This design comes from an exercise in tuning for small area, a short achievable clock period and few clock cycles per item on the open sky130 flow, not from production work.
Only simulation tests tie the RTL to the original design; equivalence was not proved.
No activity file was given, so power comes from the tool's default toggle rates.

## flow/design.v (module list and top-level ports; edited modules follow where they fit)
// module fc_param_store: 106 lines
// module fc_input_buffer: 56 lines
// module fc_feat_copy: 9 lines
// module fc_ready_copy: 16 lines
// module fc_mac_engine: 7038 lines
// module fc_res_flags: 18 lines
// module fc_flags: 12 lines
// module fc_fa: 10 lines
// module fc_ha: 9 lines
// module fc_xnor: 7 lines
// module fc_or: 7 lines
// module fc_top: 64 lines
module fc_top (
   input  logic        clk,
   input  logic        rst_n,
   input  logic        beat_valid,
   input  logic [35:0] beat_lane,
   output logic        in_ready,
   input  logic        wb_cyc,
   input  logic        wb_stb,
   input  logic        wb_we,
   input  logic [8:0]  wb_adr,
   input  logic [7:0]  wb_dat_w,
   output logic        wb_ack,
   output logic [7:0]  wb_dat_r,
   output logic        res_valid,
   output logic [3:0]  res_index,
   output logic [11:0] res_value
);
  // ...
==> flow/flow/run.sh <==
#!/bin/bash
# Layout flow: the standard ORFS flow (standard.sh, which also runs the
# standard synthesis), with two changes to how the layout is made:
#  - the ports are buffered with buf_4 cells rather than the delay buffer
#    that buffer_ports picks by default (every port still gets a buffer);
#  - repair_timing is asked to keep a setup margin, so that it sizes and
#    buffers the paths it would otherwise leave alone at the 18 ns clock.
# The clock, its period and the SDC are the standard flow's, unchanged.
set -euo pipefail
bash standard.sh \
   "SETUP_SLACK_MARGIN=${FC_SETUP_MARGIN:-13.3}" \
   "BUFFER_PORTS_ARGS=-buffer_cell sky130_fd_sc_hd__buf_4" \
   finish > flow_standard.log 2>&1
==> flow/standard.sh <==
#!/bin/bash
# synth_recipe.tcl (not shown) runs the flow's synth.tcl, then flattens the netlist and writes it again
# the make line also repeats each setting of config.mk as NAME=value (left out here)
make -C /OpenROAD-flow-scripts/flow DESIGN_CONFIG=/design/flow/config.mk WORK_HOME=/design/flow/orfs CLKGATE_MAP_FILE= SYNTH_SCRIPT=/design/flow/synth_recipe.tcl "${@:-finish}"
==> flow/config.mk <==
export PLATFORM = sky130hd
export DESIGN_NAME = fc_top
export DESIGN_NICKNAME = fc_top
export VERILOG_FILES = /design/flow/design.v
export SDC_FILE = /design/flow/constraint.sdc
export NUM_CORES = 8
export LEC_CHECK = 0
export ABC_CLOCK_PERIOD_IN_PS = 3000
export CAP_MARGIN = 20
export CORE_MARGIN = 2
export CORE_UTILIZATION = 65
export CTS_CLUSTER_DIAMETER = 100
export CTS_CLUSTER_SIZE = 24
export PLACE_DENSITY = 0.74
export SLEW_MARGIN = 20
export SYNTH_HIERARCHICAL = 1
export SYNTH_MINIMUM_KEEP_SIZE = 0
==> flow/constraint.sdc <==
create_clock -name core_clock -period 18.0 [get_ports {clk}]
set_input_delay 3.6000 -clock core_clock [delete_from_list [all_inputs] [get_ports {clk}]]
set_output_delay 3.6000 -clock core_clock [all_outputs]
set_load 0.01 [all_outputs]
==> summary.txt, run 1 <==
CTS
  – Sink Count: about 4.8k
  – Setup Buffers After CTS: 7
  – TritonCTS buffer count: 231
  – Worst-Skew Late Latency: slightly below 1 ns

Pwr
  – Pwr top: sequential cells
  – Clock network power share: a little over a third
  – Gate power share: less than 1%
  – Sw Share: just over 20%

Floorplan
  – Die width: 540 um
  – Die area: between 200000 and 300000 um2
  – Initial Util: 65.4%

Finish
  – Synth-to-layout area growth: 5.30%
  – Post-layout util: 68.9%
  – Non-filler instance count after layout: 17.3k

Synthesis
  – Synthesized Nets: about 17k
  – Xor/xnor share of the synthesized area: 1.79%
  – Post-synth top cells: dfxtp_1, fa_1, nand2_1, clkbuf_1, and2_1
  – Cells after Synth: roughly 14k
  – Mux cell area share after synthesis: 2.79%
  – Top FF cell, synth: dfxtp_1
  – Synth Warn #: 29

Global routing
  – GR Util met3: between 10% and 20%
  – Vias in the first global route: 114k

Timing
  – Final worst slack: 12.89 ns
  – Setup TNS Final: 0 ns

Critical path
  – Slowest Stage Delay on Critical Path: 0.43 ns
  – Worst path cell trace: buf_6

Route
  – WL met1: ~220 mm
  – WL final: 550 mm

Placement
  – Buffers on Ports: 85

Status
  – Status: no timing/DRC/antenna violations
Testbench counts, summed over its fixed seeds: cycles 6,403, frames 384.
==> run 2: changes to the inputs <==
--- a/flow/config.mk
+++ b/flow/config.mk
@@ -8,10 +8,10 @@
 export ABC_CLOCK_PERIOD_IN_PS = 3000
 export CAP_MARGIN = 20
 export CORE_MARGIN = 2
-export CORE_UTILIZATION = 65
+export CORE_UTILIZATION = 68
 export CTS_CLUSTER_DIAMETER = 100
 export CTS_CLUSTER_SIZE = 24
-export PLACE_DENSITY = 0.74
+export PLACE_DENSITY = 0.76
 export SLEW_MARGIN = 20
 export SYNTH_HIERARCHICAL = 1
 export SYNTH_MINIMUM_KEEP_SIZE = 0
==> summary.txt, run 2 <==
Pwr
  – P_leak: between 60 and 70 nW
  – Worst vdd ir: 0.115 mV
  – Switching power: 0.00354 W
  – PwrDens: 85.4 nW/um2
  – Internal: ~0.013 W
  – Gate power share: 0.6% (about the same)
  – Clock network power share: 35.4% (+0.5 points)
  – Sw Share: 21.1% (+0.39 points)
  – Reg power frac: 64.0%

Timing
  – Max_slew headroom: 16.4%
  – Fmax: a little under 200 MHz
  – RSZ-0062 raised after global routing: yes
  – Final setup fails: 0
  – Period minus WS final: 5.05 ns
  – Period utilization: between 20% and 30%
  – Slew Limit Fails: 0
  – Worst-Margin Slew: 1.25 ns
  – Fin Clk Skew: 0.0863 ns
  – Final worst slack: 12.95 ns (+0.0642 ns)
  – Hold Violations, Final: 0
  – Setup TNS Final: 0 ns (unchanged)

Global routing
  – Initial antenna violation count: 118
  – First-pass GRT wire length: 777 mm
  – Vias in the first global route: 114k (+0.46%)
  – GRT Util Overall: 39.3%
  – Pin count of the biggest net entering global routing: 52
  – Total congestion overflow: 0

Critical path
  – Instance count on the critical path: 1
  – Slowest Stage Delay on Critical Path: 0.37 ns (-0.06 ns)
  – Setup crit start: u_param_store.rd_out_q[6]
  – Crit path buf inv count: 1
  – Critical path startpoint category: register
  – Critical R2R Capture: u_mac_engine.pb_q[7][15]
  – Worst reg2reg startpoint: u_input_buffer.g_copy[2].u_copy.q[22]
  – R2R Setup Slk: ~13 ns
  – Crit path DAT: around 1.5 ns
  – Worst R2R Path Depth: 9
  – CP Capture Type: output port
  – CP delay by family, top: flip-flops
  – Worst path cell trace: buf_6
  – Largest fanout on the critical path: 1
  – Crit path kind: reg2out
  – Crit path max-delay cell type: dfxtp_2
  – CP endpoint: wb_dat_r[6]
  – CP required: 14.40 ns

Floorplan
  – Initial Util: 68.3% (+2.9 points)
  – Die area: 279000 um2 (-4.4%)
  – Die H: 528 um
  – IO Count: 86
  – Die width: 528 um (-2.2%)
  – Num rows: 192
  – Core area: about 270000 um2

CTS
  – TritonCTS clock tree: done
  – CTS Buffer Depth: 4
  – H-tree Lvls: 4
  – Clock-pin transition on the worst setup and hold timing paths: about 0.090 ns
  – TritonCTS buffer count: 238 (+3.0%)
  – Sink Count: 4827 (unchanged)
  – Root Driver: clkbuf_16
  – Hold bufs inserted after CTS: 0
  – Worst-Skew Late Latency: 0.99 ns (about the same)

Placement
  – Pre-CTS setup slack: roughly 12 ns
  – Routability cong.: 0.969
  – Cell Count Post-Placement: 16.8k
  – Hpwl dp: 382 mm
  – Buffers on Ports: 85 (unchanged)

Route
  – Pre-antenna DRT Iters: 8
  – Routed vias: 105k
  – Post-route ant nets: 0
  – WL final: 545 mm (-0.92%)
  – Number of vias per cell: 6.10
  – DR iter-0 viols: 13.2k
  – Residual DRC: 0
  – Post-DR wirelength/cell: 31.7 um

Finish
  – Fraction of layout cells with a size suffix above 1: 8.37%
  – Largest reg by FF count: u_param_store.ring
  – Biggest regs: u_param_store.ring x3840, u_mac_engine.acc x190, u_mac_engine.pa_q x190
  – Max reg flops: 3840
  – Synth-to-layout area growth: 5.20%
  – Commonest non-fill, non-tap cells in the layout: dfxtp_1, fa_1, nand2_1
  – Non-filler instance count after layout: 17.2k (-0.94%)
  – Commonest non-fill, non-tap cell in the layout: dfxtp_1
  – Final net count: approximately 16k

Synthesis
  – EDFF count, synth: 80
  – Top cell type's share of synthesized area: 50.9%
  – Cells after Synth: 13.9k (unchanged)
  – Synthesized Nets: 16.8k (unchanged)
  – Yosys reg bits: around 4.8k
  – Post-synthesis sequential area ratio: 52.2%
  – Cell taking the most area after synthesis: dfxtp_1
  – Count leader, synth: dfxtp_1
  – Synth Warn #: 29 (unchanged)
  – Post-synth top cells: dfxtp_1, fa_1, nand2_1, clkbuf_1, and2_1
  – Top FF cell, synth: dfxtp_1
  – Cell variety after synth: 90
  – Synth area leaders: dfxtp_1, fa_1, nand2_1, mux2_2, and2_1
  – Synthesized area: 187000 um2
  – Mapped Avg Cell Area: 13.4 um2
  – Asr flop ratio synth: 0%

Hold path
  – Worst hold path class: reg2reg

Status
  – Status: no timing/DRC/antenna violations

Run
  – Max cap viols: 0
[run 2: final cells by class]
| class | count | area [um2] |
|---|---|---|
| fillers | 17500 | 76900 |
| diodes | 49 | 123 |
| clock inverters | 43 | 724 |
| flip-flops and latches | 4827 | 97700 |
| multi-input cells | 8079 | 84600 |
| well taps | 3589 | 4490 |
| repair buffers | 259 | 2200 |
| inverters | 77 | 312 |
| clock buffers | 259 | 6100 |
[run 2: kinds of logic (layout without fill, tap and decap cells)]
family                   count (synthesis)  in the layout  synth area share, %
buffers and inverters                  995            638                 2.54
multiplexers                           470            470                 2.79
XOR/XNOR                               379            379                 1.79
AO/OA/AOI/OAI                          770            770                 2.61
flip-flops                            4827           4827                 52.2
adder cells (fa/ha/maj)               2827           2827                 29.4
other                                    0             49                    0
AND/OR/NAND/NOR                       3633           3633                 8.62
[run 2: worst min-delay path by stage]
stage,start,end,slack (ns),depth (start not counted)
floorplan,u_param_store.rd_q[0],u_param_store.rd_out_q[0],0.31,0
global placement,u_param_store.ring[2][70],u_param_store.ring[2][62],0.31,0
detailed placement,u_param_store.ring[12][117],u_param_store.ring[12][109],0.31,0
CTS,u_param_store.ring[17][105],u_param_store.ring[17][97],0.26,0
global route,u_param_store.ring[12][98],u_param_store.ring[12][90],0.26,0
finish,u_param_store.ring[15][49],u_param_store.ring[15][41],0.26,0
[run 2: repair_timing]
item                                    in CTS  in global routing
cloned                                       1                  0
hold endpoints to repair                     0                  0
buffers inserted                             2                  9
pin swaps                                    3                  7
gates resized for setup                     99                 69
endpoints found under the setup margin      92                124
[run 2: metal layers]
layer / global-route usage, % / wire length (um) / vias to the layer above
met5: 0 / 261 / -
met4: 23.9 / 40000 / 40
met3: 10.8 / 62700 / 1934
met2: 58.1 / 237000 / 7139
met1: 52.3 / 205000 / 53400
li1: - / - / 42400
[run 2: power by group through the flow]
stage / Clock (W) / Sequential (W) / Combinational [W]
CTS: 0.00598 / 0.0107 / 0.0000912
global route: 0.00634 / 0.0107 / 0.0000986
finish: 0.00594 / 0.0107 / 0.0000973
global placement: 0 / 0.0110 / 0.0000865
floorplan: 0 / 0.0110 / 0.0000497
detailed placement: 0 / 0.0110 / 0.0000860
[run 2: per-stage QoR]
step           area [um2]  utilization [%]  hold slack (ns)  total power (W)
2_1_floorplan      187000                -            0.310           0.0110
3_3_place_gp       189000             69.1            0.310           0.0111
3_5_place_dp       189000             69.1            0.312           0.0111
4_1_cts            196000             71.7            0.256           0.0168
5_1_grt            196000             71.8            0.261           0.0172
6_report           196000             71.8            0.259           0.0168
[run 2: per-module statistics from Yosys, one instance, submodules excluded, a selection]
| module | cells inside | flip-flops and latches | copies in the design | cell area (um2) |
|---|---|---|---|---|
| fc_param_store | 5106 | 3995 | 1 | 89100 |
| fc_mac_engine | 5758 | 686 | 1 | 40100 |
| fc_input_buffer | 86 | 12 | 1 | 728 |
| fc_res_flags | 10 | 5 | 1 | 131 |
| fc_ready_copy | 13 | 1 | 1 | 118 |
| fc_flags | 2 | 2 | 10 | 40.0 |
| fc_fa | 1 | 0 | 2600 | 20.0 |
| fc_ha | 1 | 0 | 40 | 12.5 |
| fc_xnor | 1 | 0 | 80 | 8.76 |
| fc_or | 1 | 0 | 80 | 6.26 |
==> module fc_param_store, before the edit <==
module fc_param_store (
   input  logic         clk,
   input  logic         rst_n,
   input  logic         wb_cyc,
   input  logic         wb_stb,
   input  logic         wb_we,
   input  logic [8:0]   wb_adr,
   input  logic [7:0]   wb_dat_w,
   output logic         wb_ack,
   output logic [7:0]   wb_dat_r,
   input  logic [3:0]   phase,
   output logic [239:0] beat_weights,
   output logic [79:0]  biases
);
   localparam int rings = 30;
   localparam logic [1:0] st_idle = 2'd0;
   localparam logic [1:0] st_wait = 2'd1;
   localparam logic [1:0] st_ack  = 2'd2;
   logic [127:0] ring [rings];
   logic [7:0]   bias_mem [10];
   logic [1:0]   st;
   logic [8:0]   adr_q;
   logic [7:0]   dat_q;
   logic [7:0]   rd_q;
   logic [7:0]   rd_out_q;
   logic [4:0]   rd_row;
   logic [3:0]   rd_col;
   logic         hit;
   logic         ack_q;
   logic [4:0]   row;
   logic [3:0]   col;
   logic [7:0]   rd_dat;
   logic         wait_next;
   logic [29:0]  ring_we_q;
   logic [9:0]   bias_we_q;
   assign row = adr_q[8:4];
   assign col = adr_q[3:0];
   assign hit = (st == st_wait) && (phase == col || row >= 5'd30);
   always_ff @(posedge clk) begin
      if (!rst_n) begin
         st    <= st_idle;
         ack_q <= 1'b0;
      end else begin
         ack_q <= hit;
         case (st)
            st_idle: if (wb_cyc && wb_stb) st <= st_wait;
            st_wait: if (hit) st <= st_ack;
            default: st <= st_idle;
         endcase
      end
   end
   always_ff @(posedge clk) begin
      adr_q <= wb_adr;
      dat_q <= wb_dat_w;
   end
   assign wait_next = rst_n && ((st == st_idle && wb_cyc && wb_stb) ||
                                (st == st_wait && !hit));
   always_ff @(posedge clk) begin
      for (int r = 0; r < rings; r++) begin
         ring_we_q[r] <= wait_next && wb_we && wb_adr[8:4] == 5'(r) &&
                         wb_adr[3:0] == phase + 4'd1;
      end
      for (int c = 0; c < 10; c++) begin
         bias_we_q[c] <= wait_next && wb_we && wb_adr[8:4] == 5'd30 &&
                         wb_adr[3:0] == 4'(c);
      end
   end
   for (genvar r = 0; r < rings; r++) begin : g_ring
      always_ff @(posedge clk) begin
         if (ring_we_q[r]) begin
            ring[r] <= {dat_q, ring[r][127:8]};
         end else begin
            ring[r] <= {ring[r][7:0], ring[r][127:8]};
         end
      end
      assign beat_weights[8*r +: 8] = ring[r][127:120];
   end
   for (genvar c = 0; c < 10; c++) begin : g_bias
      always_ff @(posedge clk) begin
         if (bias_we_q[c]) begin
            bias_mem[c] <= dat_q;
         end
      end
      assign biases[8*c +: 8] = bias_mem[c];
   end
   assign rd_row = wb_adr[8:4];
   assign rd_col = wb_adr[3:0];
   always_comb begin
      rd_dat = '0;
      if (rd_row < 5'd30) begin
         rd_dat = ring[rd_row][15:8];
      end else if (rd_row == 5'd30) begin
         for (int c = 0; c < 10; c++) begin
            if (rd_col == 4'(c)) begin
               rd_dat = bias_mem[c];
            end
         end
      end
   end
   always_ff @(posedge clk) begin
      rd_q     <= rd_dat;
      rd_out_q <= rd_q;
   end
   assign wb_ack   = ack_q;
   assign wb_dat_r = rd_out_q;
endmodule
==> run 3: changes to the inputs <==
--- a/flow/design.v
+++ b/flow/design.v
@@ -21,19 +21,14 @@
    logic [7:0]   bias_mem [10];
    logic [1:0]   st;
    logic [8:0]   adr_q;
+   logic         we_q;
    logic [7:0]   dat_q;
    logic [7:0]   rd_q;
-   logic [7:0]   rd_out_q;
-   logic [4:0]   rd_row;
-   logic [3:0]   rd_col;
    logic         hit;
    logic         ack_q;
    logic [4:0]   row;
    logic [3:0]   col;
    logic [7:0]   rd_dat;
-   logic         wait_next;
-   logic [29:0]  ring_we_q;
-   logic [9:0]   bias_we_q;
    assign row = adr_q[8:4];
    assign col = adr_q[3:0];
    assign hit = (st == st_wait) && (phase == col || row >= 5'd30);
@@ -52,23 +47,12 @@
    end
    always_ff @(posedge clk) begin
       adr_q <= wb_adr;
+      we_q  <= wb_we;
       dat_q <= wb_dat_w;
    end
-   assign wait_next = rst_n && ((st == st_idle && wb_cyc && wb_stb) ||
-                                (st == st_wait && !hit));
-   always_ff @(posedge clk) begin
-      for (int r = 0; r < rings; r++) begin
-         ring_we_q[r] <= wait_next && wb_we && wb_adr[8:4] == 5'(r) &&
-                         wb_adr[3:0] == phase + 4'd1;
-      end
-      for (int c = 0; c < 10; c++) begin
-         bias_we_q[c] <= wait_next && wb_we && wb_adr[8:4] == 5'd30 &&
-                         wb_adr[3:0] == 4'(c);
-      end
-   end
    for (genvar r = 0; r < rings; r++) begin : g_ring
       always_ff @(posedge clk) begin
-         if (ring_we_q[r]) begin
+         if (hit && we_q && row == 5'(r)) begin
             ring[r] <= {dat_q, ring[r][127:8]};
          end else begin
             ring[r] <= {ring[r][7:0], ring[r][127:8]};
@@ -78,32 +62,29 @@
    end
    for (genvar c = 0; c < 10; c++) begin : g_bias
       always_ff @(posedge clk) begin
-         if (bias_we_q[c]) begin
+         if (hit && we_q && row == 5'd30 && col == 4'(c)) begin
             bias_mem[c] <= dat_q;
          end
       end
       assign biases[8*c +: 8] = bias_mem[c];
    end
-   assign rd_row = wb_adr[8:4];
-   assign rd_col = wb_adr[3:0];
    always_comb begin
       rd_dat = '0;
-      if (rd_row < 5'd30) begin
-         rd_dat = ring[rd_row][15:8];
-      end else if (rd_row == 5'd30) begin
+      if (row < 5'd30) begin
+         rd_dat = ring[row][7:0];
+      end else if (row == 5'd30) begin
          for (int c = 0; c < 10; c++) begin
-            if (rd_col == 4'(c)) begin
+            if (col == 4'(c)) begin
                rd_dat = bias_mem[c];
             end
          end
       end
    end
    always_ff @(posedge clk) begin
-      rd_q     <= rd_dat;
-      rd_out_q <= rd_q;
+      rd_q <= rd_dat;
    end
    assign wb_ack   = ack_q;
-   assign wb_dat_r = rd_out_q;
+   assign wb_dat_r = rd_q;
 endmodule
 `timescale 1ns/1ps
 module fc_input_buffer (
==> summary.txt, run 3 <==
Status
  – Status: no timing/DRC/antenna violations

Synthesis
  – Count leader, synth: dfxtp_1
  – Combinational family with the most area after synthesis: adder cells
  – Simple-gate portion of the synthesized area: 8.74% (+0.12 points)
  – Cell variety after synth: 97 (+7.8%)
  – Adder-cell area share of the yosys netlist: 29.6% (+0.16 points)
  – Yosys reg bits: 4781 (-0.95%)
  – Mux cell area share after synthesis: 2.75% (-0.044 points)
  – EDFF count, synth: 80 (unchanged)
  – Synth area leaders: dfxtp_1, fa_1, nand2_1, mux2_2, and2_1
  – Compound-Gate Fraction of Synth Area: 2.70% (+0.091 points)
  – Post-synth top cells: dfxtp_1, fa_1, nand2_1, and2_1, clkbuf_1
  – Top FF cell, synth: dfxtp_1
  – Top cell type's share of synthesized area: 50.7% (-0.21 points)
  – Post-synthesis sequential area ratio: 52.0% (-0.21 points)
  – Synth Warn #: 29 (unchanged)
  – Synthesized area: 186000 um2 (-0.55%)
  – Synthesized Nets: 16.6k (-0.98%)
  – Asr flop ratio synth: 0% (unchanged)
  – Xor/xnor share of the synthesized area: 1.76% (-0.028 points)
  – Cells after Synth: 13.7k (-1.2%)
  – Mapped Avg Cell Area: 13.5 um2 (+0.63%)
  – Cell taking the most area after synthesis: dfxtp_1

Finish
  – Largest reg by FF count: u_param_store.ring
  – Commonest non-fill, non-tap cell in the layout: dfxtp_1
  – Post-layout util: 71.9% (about the same)
  – Biggest regs: u_param_store.ring x3840, u_mac_engine.acc x190, u_mac_engine.pa_q x190
  – Final net count: 16.2k (-0.74%)
  – Max reg flops: 3840 (unchanged)
  – Commonest non-fill, non-tap cells in the layout: dfxtp_1, fa_1, nand2_1
  – Fraction of layout cells with a size suffix above 1: 7.91% (-0.45 points)
  – Synth-to-layout area growth: 5.00%

Timing
  – Setup TNS Final: 0 ns (unchanged)
  – RSZ-0062 raised after global routing: yes
  – Worst-Margin Slew: 1.37 ns (+0.120 ns)
  – Hold Violations, Final: 0 (unchanged)
  – Hold slack: 0.223 ns (-0.0360 ns)
  – Period utilization: 28.0% (-0.052 points)
  – Final setup fails: 0 (unchanged)
  – Slew Limit Fails: 0 (unchanged)
  – Period minus WS final: 5.04 ns (-0.00930 ns)
  – Fmax: 199 MHz (+0.18%)
  – Max_slew headroom: 8.11% (-8.3 points)
  – Fin Clk Skew: 0.128 ns (+0.0414 ns)

Critical path
  – Critical R2R Capture: u_mac_engine.pb_q[5][11]
  – Crit path max-delay cell type: dfxtp_2
  – Crit path DAT: 1.44 ns (about the same)
  – Largest fanout on the critical path: 1 (unchanged)
  – Worst R2R Path Depth: 8 (-1)
  – R2R Setup Slk: 13.34 ns (+0.06 ns)
  – Critical path startpoint category: register
  – CP endpoint: wb_dat_r[4]
  – CP required: 14.40 ns (about the same)
  – Worst reg2reg startpoint: u_input_buffer.g_copy[1].u_copy.q[7]
  – CP delay by family, top: flip-flops
  – Worst path cell trace: buf_6
  – Instance count on the critical path: 1 (unchanged)
  – CP Capture Type: output port
  – Crit path kind: reg2out
  – Setup crit start: u_param_store.rd_q[4]
  – Crit path buf inv count: 1 (unchanged)
  – Slowest Stage Delay on Critical Path: 0.33 ns (-0.04 ns)

Placement
  – Buffers on Ports: 85 (unchanged)
  – Routability cong.: 0.992 (+2.4%)
  – Hpwl dp: 376 mm (-1.5%)

Pwr
  – PwrDens: 85.1 nW/um2 (-0.34%)
  – Worst vdd ir: 0.168 mV (+46%)
  – Design Power: 0.0166 W (-1.1%)
  – P_leak: 66.1 nW (-0.46%)

Global routing
  – GRT Util Overall: 38.9% (-0.47 points)
  – Vias in the first global route: 113k (-1.0%)
  – Total congestion overflow: 0 (unchanged)
  – Initial antenna violation count: 106 (-10%)
  – First-pass GRT wire length: 766 mm (-1.4%)
  – Pin count of the biggest net entering global routing: 65 (+25%)

Floorplan
  – Die width: 526 um (-0.28%)
  – Initial Util: 68.5% (+0.16 points)
  – IO Count: 86 (unchanged)
  – Num rows: 191 (-0.52%)
  – Die area: 277000 um2 (-0.55%)
  – Core area: 271000 um2 (-0.78%)
  – Die H: 526 um (-0.28%)

CTS
  – CTS Buffer Depth: 4 (unchanged)
  – Sink Count: 4781 (-0.95%)
  – Worst-Skew Late Latency: 0.99 ns (about the same)
  – H-tree Lvls: 4 (unchanged)
  – Hold bufs inserted after CTS: 0 (unchanged)
  – TritonCTS buffer count: 232 (-2.5%)
  – Root Driver: clkbuf_16
  – TritonCTS clock tree: done
  – Clock-pin transition on the worst setup and hold timing paths: 0.10 ns (about the same)

Run
  – Max cap viols: 0 (unchanged)

Route
  – Post-DR wirelength/cell: 31.3 um (-1.2%)
  – DR iter-0 viols: 12.8k (-2.4%)
  – Routed vias: 104k (-0.41%)
  – WL final: 534 mm (-1.9%)
  – Residual DRC: 0 (unchanged)
  – Pre-antenna DRT Iters: 12 (+4)
  – Post-route ant nets: 0 (unchanged)
  – Number of vias per cell: 6.12 (+0.33%)

Hold path
  – Worst hold path class: reg2reg
==> run 3: cell count changes after synthesis, moves of 11 or more <==
cell | before | now
o21ai_0 | 117 | 59
nand2_1 | 2503 | 2465
nor2_1 | 142 | 113
clkbuf_1 | 624 | 598
o21ai_1 | 1 | 53
nor3_4 | 0 | 18
a21oi_1 | 315 | 292
o21bai_1 | 23 | 11
nand2b_1 | 36 | 57
nand3_1 | 77 | 55
mux2i_1 | 101 | 90
dfxtp_1 | 4747 | 4701
==> run 3: where the power goes <==
group | total [W] | internal [W] | switching (W)
Sequential | 0.0106 | 0.0106 | 0.0000129
Clock | 0.00584 | 0.00246 | 0.00337
Combinational | 0.000130 | 0.0000295 | 0.000100
==> run 3: kinds of logic (layout without fill, tap and decap cells) <==
family / Yosys count / after routing
AO/OA/AOI/OAI: 768 / 768
XOR/XNOR: 371 / 371
adder cells (fa/ha/maj): 2826 / 2826
buffers and inverters: 947 / 630
flip-flops: 4781 / 4781
multiplexers: 457 / 457
other: 0 / 64
AND/OR/NAND/NOR: 3588 / 3588
==> run 3: per-stage QoR <==
stage               setup slack [ns]  instance area [um2]  cells
CTS                            12.90               195000  17000
finish                         12.96               195000  17100
detailed placement             13.20               188000  16700
global route                   12.92               195000  17000
floorplan                      13.77               186000  13700
global placement               13.33               188000  16700
==> run 3: cell type report <==
class / count / area (um2)
Tap cell: 3570 / 4470
Antenna cell: 64 / 160
Multi-Input combinational cell: 8010 / 84500
Sequential cell: 4781 / 96700
Clock buffer: 255 / 5950
Timing Repair Buffer: 269 / 2140
Clock inverter: 38 / 653
Fill cell: 17400 / 76200
Inverter: 68 / 255
==> run 3: layer usage <==
metal | wire length (um) | part of all wire, % | up-vias | global-route usage, %
li1 | - | - | 42100 | -
met1 | 198000 | 37 | 53200 | 51.1
met2 | 226000 | 42 | 7116 | 55.8
met3 | 65900 | 12 | 2002 | 12.3
met4 | 43600 | 8.2 | 34 | 25.7
met5 | 432 | 0.081 | - | 0.468
==> run 3: what timing repair did <==
action | 4_1_cts | 5_1_grt
pin swaps | 1 | 0
resized for setup | 46 | 24
buffers inserted | 2 | 0
endpoints found under the setup margin | 43 | 48
==> run 3: worst min path at each step <==
stage / start / to / slack [ns] / cells past startpoint
2_1_floorplan: u_param_store.ring[0][8] / u_param_store.ring[0][0] / 0.31 / 0
3_3_place_gp: u_param_store.ring[26][57] / u_param_store.ring[26][49] / 0.31 / 0
3_5_place_dp: u_param_store.ring[0][76] / u_param_store.ring[0][68] / 0.31 / 0
4_1_cts: u_param_store.ring[9][95] / u_param_store.ring[9][87] / 0.22 / 0
5_1_grt: u_param_store.ring[11][118] / u_param_store.ring[11][110] / 0.23 / 0
6_report: u_param_store.ring[9][95] / u_param_store.ring[9][87] / 0.22 / 0
==> run 3: Yosys stat by module, one instance, submodules excluded, excerpt <==
module,cells,times used,area [um2]
fc_param_store,5002,1,88300
fc_mac_engine,5699,1,39900
fc_feat_copy,36,3,721
fc_ready_copy,13,1,118
fc_flags,2,10,40.0
fc_fa,1,2600,20.0
fc_ha,1,40,12.5
fc_xnor,1,80,8.76
fc_or,1,80,6.26
Testbench counts of run 3, summed over its fixed seeds: cycles 6,403, frames 384.

==> port drivers added, routing unchanged <==
How much do the figures lean on ideal ports? The routed layouts below were timed once more, with nothing changed but the port constraints.
Step 1 sets driving cells, clkbuf_16 on the clock port and buf_2 on the other inputs (assumed; they add their load-dependent delay and slew).
Step 2 also shifts input and output timing later by t, the mid clock arrival at the registers, as if the neighbouring blocks saw the same clock.
a / b / c = ideal ports / drivers / drivers and shift; a / b = the first two.
run	shift t [ns]	setup slack, ns	latest minus earliest clock arrival (ns)	slew at the worst register clock pin (ns)
run 1	1.025	12.889 / 12.787 / 12.016	0.140 / 0.140	0.10 / 0.10
run 2	1.044	12.953 / 12.858 / 12.036	0.089 / 0.089	0.10 / 0.10
run 3	1.027	12.962 / 12.858 / 13.128	0.153 / 0.152	0.10 / 0.10
After both steps every run listed still meets setup and hold. For run 2, which loses most, drivers alone change the setup slack by -0.095 ns; drivers and shift together by -0.917 ns.
